From an optimization exercise on the open Yosys and OpenROAD flow, aimed at small area, a short achievable clock period and few clock cycles; shortcuts taken in it are not production practice. Function was checked by simulation only, so behaviour that the tests miss may differ from the original. Power figures rest on the tool's default switching activity, not on a simulated workload.

## run a
Design mem_hierarchy, start of the top module:
module mem_hierarchy (
	input logic clk,
	input logic reset,
	input lc3b_pkg::mem_req_t i_req,
	output lc3b_pkg::lc3b_word i_rdata,
	output logic i_resp,
	input lc3b_pkg::mem_req_t d_req,
	output lc3b_pkg::lc3b_word d_rdata,
	output logic d_resp,
	input logic pmem_resp,
	input lc3b_pkg::lc3b_cache_line pmem_rdata,
	output lc3b_pkg::lc3b_word pmem_address,
	output lc3b_pkg::lc3b_cache_line pmem_wdata,
	output logic pmem_read,
	output logic pmem_write
);
Size: roughly 3000 flip-flops.
==> flow/config.mk <==
export PLATFORM = sky130hd
export DESIGN_NAME = mem_hierarchy
export DESIGN_NICKNAME = mem_hierarchy
export VERILOG_FILES = /design/flow/design.v
export SDC_FILE = /design/flow/constraint.sdc
export NUM_CORES = 4
export LEC_CHECK = 0
export CAP_MARGIN = 20
export CORE_MARGIN = 2
export CORE_UTILIZATION = 60
export CTS_CLUSTER_DIAMETER = 60
export CTS_CLUSTER_SIZE = 20
export SETUP_SLACK_MARGIN = 5
export SLEW_MARGIN = 20
==> flow/constraint.sdc <==
create_clock -name core_clock -period 9.0 [get_ports {clk}]
set_input_delay 1.8000 -clock core_clock [delete_from_list [all_inputs] [get_ports {clk}]]
set_output_delay 1.8000 -clock core_clock [all_outputs]
set_load 0.01 [all_outputs]
run.sh (not shown) runs the stock make flow with config.mk's settings and CLKGATE_MAP_FILE= SYNTH_SCRIPT=/design/flow/synth_recipe.tcl, a recipe that flattens the netlist after the stock synthesis.
Run a has completed all stages; timing, DRC and antenna checks passed.
Testbench counts of run a, summed over its fixed seeds: cycles 161,228.
Modified inputs, run b compared to run a
- swapping 60 for 70 in CTS_CLUSTER_DIAMETER
- swapping 20 for 30 in CTS_CLUSTER_SIZE
- swapping 60 for 40 in CORE_UTILIZATION
Run b ended up with dcache.cpu_rdata[11]$_DFF_P_ as its destination of the critical timing path; run a ended up with dcache.data_array[0][38]$_DFFE_PP_.
Summary of run b over run a: floorplan core area went up 0.10 mm²; tightest slew margin relative to the limit went up 6.7 points; maximum clock path buffer count went up 1; wire length went down 0.43%; fraction of area in multi-input gates went down 0.31 points.
In run b the number of search-and-repair iterations in the first detailed-routing pass turned out 1 lower than in run a.
Run b reports a higher final cell count than run a does.
Run b vs run a — worst setup timing slack at the placement stage rose 0.089 ns.
HPWL reported at the end of detailed placement (lower): run a


## the previous run
mem_hierarchy, a different RTL version from the one above (not shown whole).
Size in the first run: ~3000 flip-flops, roughly 380 I/O pins.
// mem_hierarchy
module mem_hierarchy (
	input logic clk,
	input logic reset,
	input lc3b_pkg::mem_req_t i_req,
	output lc3b_pkg::lc3b_word i_rdata,
	output logic i_resp,
	input lc3b_pkg::mem_req_t d_req,
	output lc3b_pkg::lc3b_word d_rdata,
	output logic d_resp,
	input logic pmem_resp,
	input lc3b_pkg::lc3b_cache_line pmem_rdata,
	output lc3b_pkg::lc3b_word pmem_address,
	output lc3b_pkg::lc3b_cache_line pmem_wdata,
	output logic pmem_read,
	output logic pmem_write
);
	lc3b_pkg::l1_miss_t i_miss, d_miss;
	lc3b_pkg::lc3b_cache_line i_xdata, d_xdata;
	logic i_grant, d_grant, sel_d, go, ready;
	logic i_fill, d_fill, fill_dirty;
	lc3b_pkg::lc3b_cache_line fill_data;
	l1_cache #(.writable(1'b0)) icache (   
		.clk,
		.reset,
		.cpu_req(i_req),
		.cpu_rdata(i_rdata),
		.cpu_resp(i_resp),
		.miss_out(i_miss),
		.x_data(i_xdata),
		.grant(i_grant),
		.fill(i_fill),
		.fill_data,
		.fill_dirty
	);
	l1_cache #(.writable(1'b1)) dcache (
		.clk,
		.reset,
		.cpu_req(d_req),
		.cpu_rdata(d_rdata),
		.cpu_resp(d_resp),
  ...
Settings: LEC_CHECK=0, ABC_CLOCK_PERIOD_IN_PS=3000, CAP_MARGIN=20, CORE_MARGIN=2, CORE_UTILIZATION=40, SETUP_SLACK_MARGIN=5, SLEW_MARGIN=20; clock period 9.0 ns.
Testbench counts of the previous run, summed over its fixed seeds: cycles 161,121.
Edits applied to the flow inputs when going from the previous run to the current run:
- a deleted ABC_CLOCK_PERIOD_IN_PS that had been 3000
- a deleted SETUP_SLACK_MARGIN that had been 5
==> notes.md <==
Compared with the previous run, in the current run via count fell 10%; worst hold slack fell 0.013 ns.
Cell area (the previous run / the current run): 1.12
Final worst-path setup slack: the current run vs the previous run down 2.16 ns
Side by side, number of setup buffers added after CTS turned out lower in the current run than in the previous run.
Comparing the current run and the previous run, the lower power was measured on the current run.
The current run improves on the previous run in post-detailed-placement half-perimeter wirelength.
Wire length was higher in the previous run than in the current run.

==> afterwards: timing with drivers on the ports <==
The results above use ideal ports. As a check the final layouts listed here were re-extracted and re-timed, cells and wires unchanged. Step 1 (the two cells are an assumption about what drives the block):
set clk [get_ports {clk}]
set_driving_cell -lib_cell sky130_fd_sc_hd__clkbuf_16 $clk
set_driving_cell -lib_cell sky130_fd_sc_hd__buf_2 [delete_from_list [all_inputs] $clk]
Step 2 adds t to the input delays and takes it off the output delays; t is the mean of the earliest and latest rising clock arrival at the registers after step 1. Input paths then give back, and output paths get back, about the clock's delay inside the block. a / b / c = ideal / step 1 / step 2; a / b = the first two.
run | t (ns) | slack for setup (ns) | hold WS [ns] | slew at the worst register clock pin (ns)
run a | 0.981 | 4.833 / 4.873 / 3.892 | 0.470 / 0.470 / 0.470 | 0.09 / 0.09
run b | 1.014 | 4.842 / 4.834 / 3.820 | 0.456 / 0.456 / 0.456 | 0.12 / 0.12
the previous run | 0.996 | 4.395 / 4.423 / 3.426 | 0.474 / 0.474 / 0.474 | 0.07 / 0.07
the current run | 0.987 | 2.233 / 2.291 / 1.304 | 0.461 / 0.461 / 0.461 | 0.07 / 0.07
After both steps setup and hold are still met in every run listed. The setup slack of run b, which loses most, moves by -0.008 ns with the drivers and by -1.022 ns with both steps.
